Context: an optimization exercise on an open-source flow, tuned for small area, a short achievable clock period and few clock cycles. The choices shown serve that exercise and are no tape-out recipe.
RTL that was checked went through simulation tests only; none was proved equivalent to the original.

==> module sched_top, before the edit <==
module sched_top (
    input  logic               clk,
    input  logic               rst,
    input  logic               in_req,
    input  logic [15:0]        in_insn,
    input  logic               out_ack,
    output logic               in_ack,
    output logic               out_req,
    output logic [26:0]        out_result
);
    logic [15:0] rf [8];
    logic [7:0]  rs1_q, rs2_q;      
    logic [5:0]  imm_q;             
    logic        lui_q;             
    logic        sub_q, and_q, xor_q;
    logic [2:0]  rd_q;
    logic        rst_q;             
    logic        s1_v;              
    logic        s2_v;              
    logic        full;              
    logic        acc;               
    logic        mv;                
    logic [15:0] p_q, g_q;          
    logic        cin_q;
    logic [2:0]  rd_p;              
    logic [3:0]  op;
    logic [15:0] a, b, imm, p_d, g_d;
    logic        cin_d;
    logic [16:0] c;
    logic [15:0] pg_g [5];
    logic [15:0] pg_p [5];
    logic [15:0] sum;
    assign acc = in_req && !in_ack && !s1_v;
    assign mv  = s1_v && !s2_v && (!full || (out_req && out_ack));
    logic       d_def, d_reg, d_lui;
    logic [7:0] d_rs1, d_rs2;
    always_comb begin
        op    = in_insn[15:12];
        d_def = op == 4'h0 || op == 4'h1 || op == 4'h2 || op == 4'h3 || op == 4'h8 || op == 4'h9;
        d_reg = !op[3] && d_def;
        d_lui = op == 4'h9;
        d_rs1 = (d_def && !d_lui) ? (8'd1 << in_insn[8:6]) : 8'd0;
        d_rs2 = d_reg ? (8'd1 << in_insn[5:3]) : 8'd0;
    end
    always_comb begin
        a = '0;
        b = '0;
        for (int r = 0; r < 8; r++) begin
            a = a | (rf[r] & {16{rs1_q[r]}});
            b = b | (rf[r] & {16{rs2_q[r]}});
        end
        b = b | {imm_q & {6{lui_q}}, 4'd0, imm_q & {6{!lui_q}}};
        if (sub_q) b = ~b;
        p_d   = and_q ? (a & b) : (a ^ b);
        g_d   = (and_q || xor_q) ? 16'd0 : (a & b);
        cin_d = sub_q;
        g_d[0] = g_d[0] | (p_d[0] & cin_d);   
        pg_g[0] = g_q;
        pg_p[0] = p_q;
        for (int l = 1; l <= 4; l++) begin
            pg_g[l] = pg_g[l-1];
            pg_p[l] = pg_p[l-1];
            for (int i = 0; i < 16; i++) begin
                if (((i >> (l - 1)) & 1) == 1) begin
                    pg_g[l][i] = pg_g[l-1][i] | (pg_p[l-1][i] & pg_g[l-1][((i >> (l - 1)) << (l - 1)) - 1]);
                    pg_p[l][i] = pg_p[l-1][i] & pg_p[l-1][((i >> (l - 1)) << (l - 1)) - 1];
                end
            end
        end
        c   = {pg_g[4], cin_q};
        sum = p_q ^ c[15:0];
    end
    always_ff @(posedge clk) begin
        if (rst) begin
            rs1_q <= '0;
            rs2_q <= '0;
            imm_q <= '0;
            lui_q <= 1'b0;
            sub_q <= 1'b0;
            and_q <= 1'b0;
            xor_q <= 1'b0;
        end else if (!s1_v) begin
            rs1_q <= d_rs1;
            rs2_q <= d_rs2;
            imm_q <= (op == 4'h8 || d_lui) ? in_insn[5:0] : 6'd0;
            lui_q <= d_lui;
            sub_q <= op == 4'h1;
            and_q <= op == 4'h2;
            xor_q <= op == 4'h3;
        end
    end
    always_ff @(posedge clk) begin
        if (!s1_v) rd_q <= in_insn[11:9];
    end
    always_ff @(posedge clk) begin
        if (rst) begin
            p_q   <= 16'd0;
            g_q   <= 16'd0;
            cin_q <= 1'b0;
        end else if (mv) begin
            p_q   <= p_d;
            g_q   <= g_d;
            cin_q <= cin_d;
            rd_p  <= rd_q;
        end
        rst_q <= rst;
    end
    always_ff @(posedge clk) begin
        for (int r = 0; r < 8; r++) begin
            if (rst_q || (s2_v && rd_p == 3'(r))) rf[r] <= sum;
        end
    end
    always_ff @(posedge clk) begin
        if (rst) begin
            in_ack            <= 1'b0;
            s1_v              <= 1'b0;
            s2_v              <= 1'b0;
            full              <= 1'b0;
            out_req           <= 1'b0;
        end else begin
            if (acc)                    in_ack <= 1'b1;
            else if (in_ack && !in_req) in_ack <= 1'b0;
            if (acc)     s1_v <= 1'b1;
            else if (mv) s1_v <= 1'b0;
            s2_v <= mv;
            if (s2_v) begin
                full              <= 1'b1;
                out_req           <= !out_ack;
            end else if (out_req && out_ack) begin
                full    <= 1'b0;
                out_req <= 1'b0;
            end else if (full && !out_req && !out_ack) begin
                out_req <= 1'b1;
            end
        end
    end
    always_ff @(posedge clk) begin
        if (rst) out_result[26:19] <= 8'hff;        
        else     out_result[26:19] <= out_result[26:19] + {7'd0, s2_v};
        out_result[18:0] <= {rd_p, sum};
    end
endmodule
clock: 7.0 ns
lec_check: 0
abc_clock_period_in_ps: 2400
cap_margin: 20
core_margin: 2
core_utilization: 65
cts_buf_list: sky130_fd_sc_hd__clkbuf_8
cts_cluster_diameter: 60
cts_cluster_size: 15
setup_slack_margin: 4.6
slew_margin: 20
standard.sh (not shown) runs the stock make flow with config.mk's settings and CLKGATE_MAP_FILE= SYNTH_SCRIPT=/design/flow/synth_recipe.tcl, a recipe that flattens the netlist after the stock synthesis.
==> flow/flow/run.sh <==
#!/bin/bash
# The standard ORFS layout (the standard.sh, with config.mk's settings),
# changed in two ways through ORFS's own variables:
#  - ports are buffered with buf_4 rather than the delay cell buffer_ports
#    picks by default (footprint matching then keeps that cell from being
#    resized into a plain buffer);
#  - clock tree synthesis adds no dummy loads.
set -euo pipefail
export BUFFER_PORTS_ARGS="-buffer_cell sky130_fd_sc_hd__buf_4"
export CTS_ARGS="-sink_clustering_enable -repair_clock_nets -dont_use_dummy_load -buf_list sky130_fd_sc_hd__clkbuf_8 -sink_clustering_size 15 -sink_clustering_max_diameter 60"
bash standard.sh > standard.log 2>&1
The baseline ran to the end with no violations.
Rerun with:
--- a/flow/design.v
+++ b/flow/design.v
@@ -96,7 +96,7 @@
         p_d   = and_q ? (a & b) : (a ^ b);
         g_d   = (and_q || xor_q) ? 16'd0 : (a & b);
         cin_d = sub_q;
-        g_d[0] = g_d[0] | (p_d[0] & cin_d);   
+        g_d[0] = sub_q ? (a[0] | b[0]) : g_d[0];
         pg_g[0] = g_q;
         pg_p[0] = p_q;
         for (int l = 1; l <= 4; l++) begin
Result:
- The new run passed the timing, DRC and antenna checks
- area after synthesis barely changes
- utilization is lower by 0.46 points
- worst hold slack got worse by 0.0075 ns
- global-route usage goes down by 2.2 points
- setup slack gains 0.16 ns
Testbench counts after the change, summed over its fixed seeds: cycles 6,408.
Only the layout flow was run in the first run of this note; the RTL was not checked for function there.

========
run P:
sched_top, a different RTL version from the one above (not shown whole).
Size: roughly 830 cells after synthesis, about 190 flip-flops, ~10,000 um^2 of cells after synthesis.
## sched_top
module sched_top (
    input  logic               clk,
    input  logic               rst,
    input  logic               in_req,
    input  logic [15:0]        in_insn,
    input  logic               out_ack,
    output logic               in_ack,
    output logic               out_req,
    output logic [26:0]        out_result
);
==> module sched_top, before the edit <==
module sched_top (
    input  logic               clk,
    input  logic               rst,
    input  logic               in_req,
    input  logic [15:0]        in_insn,
    input  logic               out_ack,
    output logic               in_ack,
    output logic               out_req,
    output logic [26:0]        out_result
);
    logic [15:0] rf [8];
    logic        full;              
    logic        acc;               
    logic        ex_v;              
    logic [15:0] p_q, g_q;          
    logic        cin_q;
    logic [2:0]  rd_q;
    logic [3:0]  op;
    logic [15:0] a, b, imm, p_d, g_d;
    logic        cin_d;
    logic [16:0] c;
    logic [15:0] pg_g [5];
    logic [15:0] pg_p [5];
    logic [15:0] sum;
    assign acc = in_req && !in_ack && (!full || (out_req && out_ack));
    always_comb begin
        op  = in_insn[15:12];
        a   = rf[in_insn[8:6]];
        b   = rf[in_insn[5:3]];
        imm = {10'd0, in_insn[5:0]};
        p_d   = '0;
        g_d   = '0;
        cin_d = 1'b0;
        case (op)
            4'h0: begin p_d = a ^ b;   g_d = a & b;  end
            4'h1: begin p_d = ~(a ^ b); g_d = a & ~b; cin_d = 1'b1; end
            4'h2: p_d = a & b;
            4'h3: p_d = a ^ b;
            4'h8: begin p_d = a ^ imm; g_d = a & imm; end
            4'h9: p_d = {in_insn[5:0], 10'd0};
            default: ;
        endcase
        g_d[0] = g_d[0] | (p_d[0] & cin_d);   
        pg_g[0] = g_q;
        pg_p[0] = p_q;
        for (int l = 1; l <= 4; l++) begin
            pg_g[l] = pg_g[l-1];
            pg_p[l] = pg_p[l-1];
            for (int i = 0; i < 16; i++) begin
                if (((i >> (l - 1)) & 1) == 1) begin
                    pg_g[l][i] = pg_g[l-1][i] | (pg_p[l-1][i] & pg_g[l-1][((i >> (l - 1)) << (l - 1)) - 1]);
                    pg_p[l][i] = pg_p[l-1][i] & pg_p[l-1][((i >> (l - 1)) << (l - 1)) - 1];
                end
            end
        end
        c   = {pg_g[4], cin_q};
        sum = p_q ^ c[15:0];
    end
    always_ff @(posedge clk) begin
        p_q   <= p_d;
        g_q   <= g_d;
        cin_q <= cin_d;
        rd_q  <= in_insn[11:9];
    end
    always_ff @(posedge clk) begin
        for (int r = 0; r < 8; r++) begin
            if (rst || (ex_v && rd_q == 3'(r))) rf[r] <= rst ? 16'd0 : sum;
        end
    end
    always_ff @(posedge clk) begin
        if (rst) begin
            in_ack            <= 1'b0;
            ex_v              <= 1'b0;
            full              <= 1'b0;
            out_req           <= 1'b0;
            out_result[26:19] <= 8'hff;             
        end else begin
            ex_v <= acc;
            if (acc)                    in_ack <= 1'b1;
            else if (in_ack && !in_req) in_ack <= 1'b0;
            if (ex_v) begin
                full              <= 1'b1;
                out_req           <= !out_ack;
                out_result[26:19] <= out_result[26:19] + 8'd1;
            end else if (out_req && out_ack) begin
                full    <= 1'b0;
                out_req <= 1'b0;
            end else if (full && !out_req && !out_ack) begin
                out_req <= 1'b1;
            end
        end
    end
    always_ff @(posedge clk) begin
        if (ex_v) out_result[18:0] <= {rd_q, sum};
    end
endmodule
==> flow/config.mk <==
export PLATFORM = sky130hd
export DESIGN_NAME = sched_top
export DESIGN_NICKNAME = sched_top
export VERILOG_FILES = /design/flow/design.v
export SDC_FILE = /design/flow/constraint.sdc
export NUM_CORES = 4
export LEC_CHECK = 0
export CAP_MARGIN = 20
export CORE_MARGIN = 2
export CORE_UTILIZATION = 40
export SLEW_MARGIN = 20
==> flow/constraint.sdc <==
create_clock -name core_clock -period 7.0 [get_ports {clk}]
set_input_delay 1.4000 -clock core_clock [delete_from_list [all_inputs] [get_ports {clk}]]
set_output_delay 1.4000 -clock core_clock [all_outputs]
set_load 0.01 [all_outputs]
run.sh (not shown) runs the stock make flow with config.mk's settings and CLKGATE_MAP_FILE= SYNTH_SCRIPT=/design/flow/synth_recipe.tcl, a recipe that flattens the netlist after the stock synthesis.
Stock flow here: none of the scripts above is used.
#### Input delta (run K over run P)
--- a/flow/design.v
+++ b/flow/design.v
@@ -51,12 +51,14 @@
     output logic [26:0]        out_result
 );
     logic [15:0] rf [8];
+    logic [15:0] insn_q;            
+    logic        s1_v;              
+    logic        s2_v;              
     logic        full;              
     logic        acc;               
-    logic        ex_v;              
+    logic        mv;                
     logic [15:0] p_q, g_q;          
     logic        cin_q;
-    logic [2:0]  rd_q;
     logic [3:0]  op;
     logic [15:0] a, b, imm, p_d, g_d;
     logic        cin_d;
@@ -64,22 +66,23 @@
     logic [15:0] pg_g [5];
     logic [15:0] pg_p [5];
     logic [15:0] sum;
-    assign acc = in_req && !in_ack && (!full || (out_req && out_ack));
+    assign acc = in_req && !in_ack && !s1_v;
+    assign mv  = s1_v && !s2_v && (!full || (out_req && out_ack));
     always_comb begin
-        op  = in_insn[15:12];
-        a   = rf[in_insn[8:6]];
-        b   = rf[in_insn[5:3]];
-        imm = {10'd0, in_insn[5:0]};
+        op  = insn_q[15:12];
+        a   = rf[insn_q[8:6]];
+        b   = rf[insn_q[5:3]];
+        imm = {10'd0, insn_q[5:0]};
         p_d   = '0;
         g_d   = '0;
         cin_d = 1'b0;
         case (op)
-            4'h0: begin p_d = a ^ b;   g_d = a & b;  end
+            4'h0: begin p_d = a ^ b;    g_d = a & b;  end
             4'h1: begin p_d = ~(a ^ b); g_d = a & ~b; cin_d = 1'b1; end
             4'h2: p_d = a & b;
             4'h3: p_d = a ^ b;
-            4'h8: begin p_d = a ^ imm; g_d = a & imm; end
-            4'h9: p_d = {in_insn[5:0], 10'd0};
+            4'h8: begin p_d = a ^ imm;  g_d = a & imm; end
+            4'h9: p_d = {insn_q[5:0], 10'd0};
             default: ;
         endcase
         g_d[0] = g_d[0] | (p_d[0] & cin_d);   
@@ -99,28 +102,33 @@
         sum = p_q ^ c[15:0];
     end
     always_ff @(posedge clk) begin
+        if (!s1_v) insn_q <= in_insn;
+    end
+    always_ff @(posedge clk) begin
         p_q   <= p_d;
         g_q   <= g_d;
         cin_q <= cin_d;
-        rd_q  <= in_insn[11:9];
     end
     always_ff @(posedge clk) begin
         for (int r = 0; r < 8; r++) begin
-            if (rst || (ex_v && rd_q == 3'(r))) rf[r] <= rst ? 16'd0 : sum;
+            if (rst || (s2_v && out_result[18:16] == 3'(r))) rf[r] <= rst ? 16'd0 : sum;
         end
     end
     always_ff @(posedge clk) begin
         if (rst) begin
             in_ack            <= 1'b0;
-            ex_v              <= 1'b0;
+            s1_v              <= 1'b0;
+            s2_v              <= 1'b0;
             full              <= 1'b0;
             out_req           <= 1'b0;
             out_result[26:19] <= 8'hff;             
         end else begin
-            ex_v <= acc;
             if (acc)                    in_ack <= 1'b1;
             else if (in_ack && !in_req) in_ack <= 1'b0;
-            if (ex_v) begin
+            if (acc)     s1_v <= 1'b1;
+            else if (mv) s1_v <= 1'b0;
+            s2_v <= mv;
+            if (s2_v) begin
                 full              <= 1'b1;
                 out_req           <= !out_ack;
                 out_result[26:19] <= out_result[26:19] + 8'd1;
@@ -133,6 +141,7 @@
         end
     end
     always_ff @(posedge clk) begin
-        if (ex_v) out_result[18:0] <= {rd_q, sum};
+        if (mv)   out_result[18:16] <= insn_q[11:9];
+        if (s2_v) out_result[15:0]  <= sum;
     end
 endmodule
Findings:
Timing, DRC, antenna: 0 failures across run P and run K
Relative to run P, the finished layout cell area measured on run K has increased by a few percent.
The lower period utilization came out of run K.
In run K relative to run P, total met3 wirelength after detailed routing had gone up by more than a quarter.
From run P to run K the numbers moved as follows: final cell count +about 4%; number of buffers outside the clock class in the layout went up 5.0%; achievable frequency has increased; register-to-register slack went down 0.77 ns.
The lower area share of fa/ha/maj cells after synthesis came out of run K.
Row placed cell count: run K higher / run P lower
Area after synthesis deteriorates in run K relative to run P.
Of run K and run P, it is run K that has the higher power.
No run of this note included a check of the RTL's function; only the layout flow was run.

========
## rev 12
Another version of the RTL of sched_top (not shown whole).
For scale: roughly 800 cells after synthesis, ~230 flip-flops.
==> module sched_top, before the edit <==
module sched_top (
    input  logic               clk,
    input  logic               rst,
    input  logic               in_req,
    input  logic [15:0]        in_insn,
    input  logic               out_ack,
    output logic               in_ack,
    output logic               out_req,
    output logic [26:0]        out_result
);
    logic [15:0] rf [8];
    logic [7:0]  rs1_q, rs2_q;      
    logic [5:0]  imm_q;             
    logic        lui_q;             
    logic        sub_q, and_q, xor_q;
    logic [2:0]  rd_q;
    logic        rst_q;             
    logic        s1_v;              
    logic        s2_v;              
    logic        full;              
    logic        acc;               
    logic        mv;                
    logic [15:0] p_q, g_q;          
    logic        cin_q;
    logic [2:0]  rd_p;              
    logic [3:0]  op;
    logic [15:0] a, b, imm, p_d, g_d;
    logic        cin_d;
    logic [16:0] c;
    logic [15:0] pg_g [5];
    logic [15:0] pg_p [5];
    logic [15:0] sum;
    assign acc = in_req && !in_ack && !s1_v;
    assign mv  = s1_v && !s2_v && (!full || (out_req && out_ack));
    logic       d_def, d_reg, d_lui;
    logic [7:0] d_rs1, d_rs2;
    always_comb begin
        op    = in_insn[15:12];
        d_def = op == 4'h0 || op == 4'h1 || op == 4'h2 || op == 4'h3 || op == 4'h8 || op == 4'h9;
        d_reg = !op[3] && d_def;
        d_lui = op == 4'h9;
        d_rs1 = (d_def && !d_lui) ? (8'd1 << in_insn[8:6]) : 8'd0;
        d_rs2 = d_reg ? (8'd1 << in_insn[5:3]) : 8'd0;
    end
    always_comb begin
        a = '0;
        b = '0;
        for (int r = 0; r < 8; r++) begin
            a = a | (rf[r] & {16{rs1_q[r]}});
            b = b | (rf[r] & {16{rs2_q[r]}});
        end
        b = b | {imm_q & {6{lui_q}}, 4'd0, imm_q & {6{!lui_q}}};
        p_d   = and_q ? (a & b) : (a ^ b ^ {16{sub_q}});
        g_d   = sub_q ? (a & ~b) : (and_q || xor_q) ? 16'd0 : (a & b);
        g_d[0] = sub_q ? (a[0] | ~b[0]) : (and_q || xor_q) ? 1'b0 : (a[0] & b[0]);
        cin_d = sub_q;
        pg_g[0] = g_q;
        pg_p[0] = p_q;
        for (int l = 1; l <= 4; l++) begin
            pg_g[l] = pg_g[l-1];
            pg_p[l] = pg_p[l-1];
            for (int i = 0; i < 16; i++) begin
                if (((i >> (l - 1)) & 1) == 1) begin
                    pg_g[l][i] = pg_g[l-1][i] | (pg_p[l-1][i] & pg_g[l-1][((i >> (l - 1)) << (l - 1)) - 1]);
                    pg_p[l][i] = pg_p[l-1][i] & pg_p[l-1][((i >> (l - 1)) << (l - 1)) - 1];
                end
            end
        end
        c   = {pg_g[4], cin_q};
        sum = p_q ^ c[15:0];
    end
    always_ff @(posedge clk) begin
        if (rst) begin
            rs1_q <= '0;
            rs2_q <= '0;
            imm_q <= '0;
            lui_q <= 1'b0;
            sub_q <= 1'b0;
            and_q <= 1'b0;
            xor_q <= 1'b0;
        end else if (!s1_v) begin
            rs1_q <= d_rs1;
            rs2_q <= d_rs2;
            imm_q <= (op == 4'h8 || d_lui) ? in_insn[5:0] : 6'd0;
            lui_q <= d_lui;
            sub_q <= op == 4'h1;
            and_q <= op == 4'h2;
            xor_q <= op == 4'h3;
        end
    end
    always_ff @(posedge clk) begin
        if (!s1_v) rd_q <= in_insn[11:9];
    end
    always_ff @(posedge clk) begin
        if (rst) begin
            p_q   <= 16'd0;
            g_q   <= 16'd0;
            cin_q <= 1'b0;
        end else if (mv) begin
            p_q   <= p_d;
            g_q   <= g_d;
            cin_q <= cin_d;
            rd_p  <= rd_q;
        end
        rst_q <= rst;
    end
    always_ff @(posedge clk) begin
        for (int r = 0; r < 8; r++) begin
            if (rst_q || (s2_v && rd_p == 3'(r))) rf[r] <= sum;
        end
    end
    always_ff @(posedge clk) begin
        if (rst) begin
            in_ack            <= 1'b0;
            s1_v              <= 1'b0;
            s2_v              <= 1'b0;
            full              <= 1'b0;
            out_req           <= 1'b0;
        end else begin
            if (acc)                    in_ack <= 1'b1;
            else if (in_ack && !in_req) in_ack <= 1'b0;
            if (acc)     s1_v <= 1'b1;
            else if (mv) s1_v <= 1'b0;
            s2_v <= mv;
            if (s2_v) begin
                full              <= 1'b1;
                out_req           <= !out_ack;
            end else if (out_req && out_ack) begin
                full    <= 1'b0;
                out_req <= 1'b0;
            end else if (full && !out_req && !out_ack) begin
                out_req <= 1'b1;
            end
        end
    end
    always_ff @(posedge clk) begin
        if (rst) out_result[26:19] <= 8'hff;        
        else     out_result[26:19] <= out_result[26:19] + {7'd0, s2_v};
        out_result[18:0] <= {rd_p, sum};
    end
endmodule
export LEC_CHECK = 0
export ABC_CLOCK_PERIOD_IN_PS = 2400
export CAP_MARGIN = 20
export CORE_MARGIN = 2
export CORE_UTILIZATION = 65
export CTS_BUF_LIST = sky130_fd_sc_hd__clkbuf_8
export CTS_CLUSTER_DIAMETER = 60
export CTS_CLUSTER_SIZE = 15
export SETUP_SLACK_MARGIN = 4.6
export SLEW_MARGIN = 20
create_clock -name core_clock -period 7.0 [get_ports {clk}]
standard.sh (not shown) runs the stock make flow with config.mk's settings and CLKGATE_MAP_FILE= SYNTH_SCRIPT=/design/flow/synth_recipe.tcl, a recipe that flattens the netlist after the stock synthesis.
Scripts as last shown in full above: flow/flow/run.sh
diff inputs: rev 12 => rev 13
--- a/flow/design.v
+++ b/flow/design.v
@@ -89,16 +89,17 @@
         b = '0;
         for (int r = 0; r < 8; r++) begin
             a = a | (rf[r] & {16{rs1_q[r]}});
             b = b | (rf[r] & {16{rs2_q[r]}});
         end
         b = b | {imm_q & {6{lui_q}}, 4'd0, imm_q & {6{!lui_q}}};
-        p_d   = and_q ? (a & b) : (a ^ b ^ {16{sub_q}});
-        g_d   = sub_q ? (a & ~b) : (and_q || xor_q) ? 16'd0 : (a & b);
-        g_d[0] = sub_q ? (a[0] | ~b[0]) : (and_q || xor_q) ? 1'b0 : (a[0] & b[0]);
+        if (sub_q) b = ~b;
+        p_d   = and_q ? (a & b) : (a ^ b);
+        g_d   = (and_q || xor_q) ? 16'd0 : (a & b);
         cin_d = sub_q;
+        g_d[0] = g_d[0] | (p_d[0] & cin_d);   
         pg_g[0] = g_q;
         pg_p[0] = p_q;
         for (int l = 1; l <= 4; l++) begin
             pg_g[l] = pg_g[l-1];
             pg_p[l] = pg_p[l-1];
             for (int i = 0; i < 16; i++) begin
@@ -109,32 +110,22 @@
             end
         end
         c   = {pg_g[4], cin_q};
         sum = p_q ^ c[15:0];
     end
     always_ff @(posedge clk) begin
-        if (rst) begin
-            rs1_q <= '0;
-            rs2_q <= '0;
-            imm_q <= '0;
-            lui_q <= 1'b0;
-            sub_q <= 1'b0;
-            and_q <= 1'b0;
-            xor_q <= 1'b0;
-        end else if (!s1_v) begin
+        if (!s1_v) begin
             rs1_q <= d_rs1;
             rs2_q <= d_rs2;
             imm_q <= (op == 4'h8 || d_lui) ? in_insn[5:0] : 6'd0;
             lui_q <= d_lui;
             sub_q <= op == 4'h1;
             and_q <= op == 4'h2;
             xor_q <= op == 4'h3;
+            rd_q  <= in_insn[11:9];
         end
-    end
-    always_ff @(posedge clk) begin
-        if (!s1_v) rd_q <= in_insn[11:9];
     end
     always_ff @(posedge clk) begin
         if (rst) begin
             p_q   <= 16'd0;
             g_q   <= 16'd0;
             cin_q <= 1'b0;
[summary]
Rev 13: full flow OK, the timing, DRC and antenna checks passed
Start point of the critical path = rs2_q[3]: rev 13; start point of the critical path = out_result[11]: rev 12
When rev 13 is measured against rev 12, its worst slew margin relative to its limit turns out 0.33 points higher.
Between rev 13 and rev 12, it is rev 13 whose register share of the cell area is higher, by 3.5 points.
Final cell area: rev 13 below rev 12
Rev 12 has lower data arrival at the endpoint of the critical path than rev 13.
Changes observed in rev 13 relative to rev 12: number of gates on the worst path with buffers counted saw an increase, global-route wire length before repair saw a decrease.
No run of this note included a check of the RTL's function; only the layout flow was run.

[re-timing with driven ports]
How much do the figures lean on ideal ports? The routed layouts below were timed once more, with nothing changed but the port constraints.
Step 1 assumes that a clkbuf_16 drives the clock port and a buf_2 every other input.
Step 2, shift: input delay + t, output delay - t, t = (earliest + latest rising clock arrival at the registers) / 2. This alone moves slack from input paths to output paths.
a / b / c = no drivers / after step 1 / after step 2; a / b = the first two.
run	t, ns	slack for setup (ns)	slew at the worst register clock pin (ns)	worst data-port slew with drivers (ns)	cell pins on the clock port's net
the first run of note 1	0.542	4.461 / 4.461 / 4.192	0.10 / 0.10	0.04	1
the second run of note 1	0.545	4.619 / 4.592 / 4.215	0.10 / 0.10	0.04	1
run P	0.476	2.759 / 2.779 / 2.302	0.08 / 0.08	0.04	1
run K	0.559	3.454 / 3.454 / 3.406	0.07 / 0.07	0.03	1
rev 12	0.550	4.615 / 4.577 / 4.172	0.10 / 0.10	0.05	1
rev 13	0.544	4.484 / 4.484 / 4.195	0.10 / 0.10	0.04	1
After both steps setup and hold are still met in every run listed. For run P, which loses most, drivers alone change the setup slack by +0.020 ns; drivers and shift together by -0.457 ns.
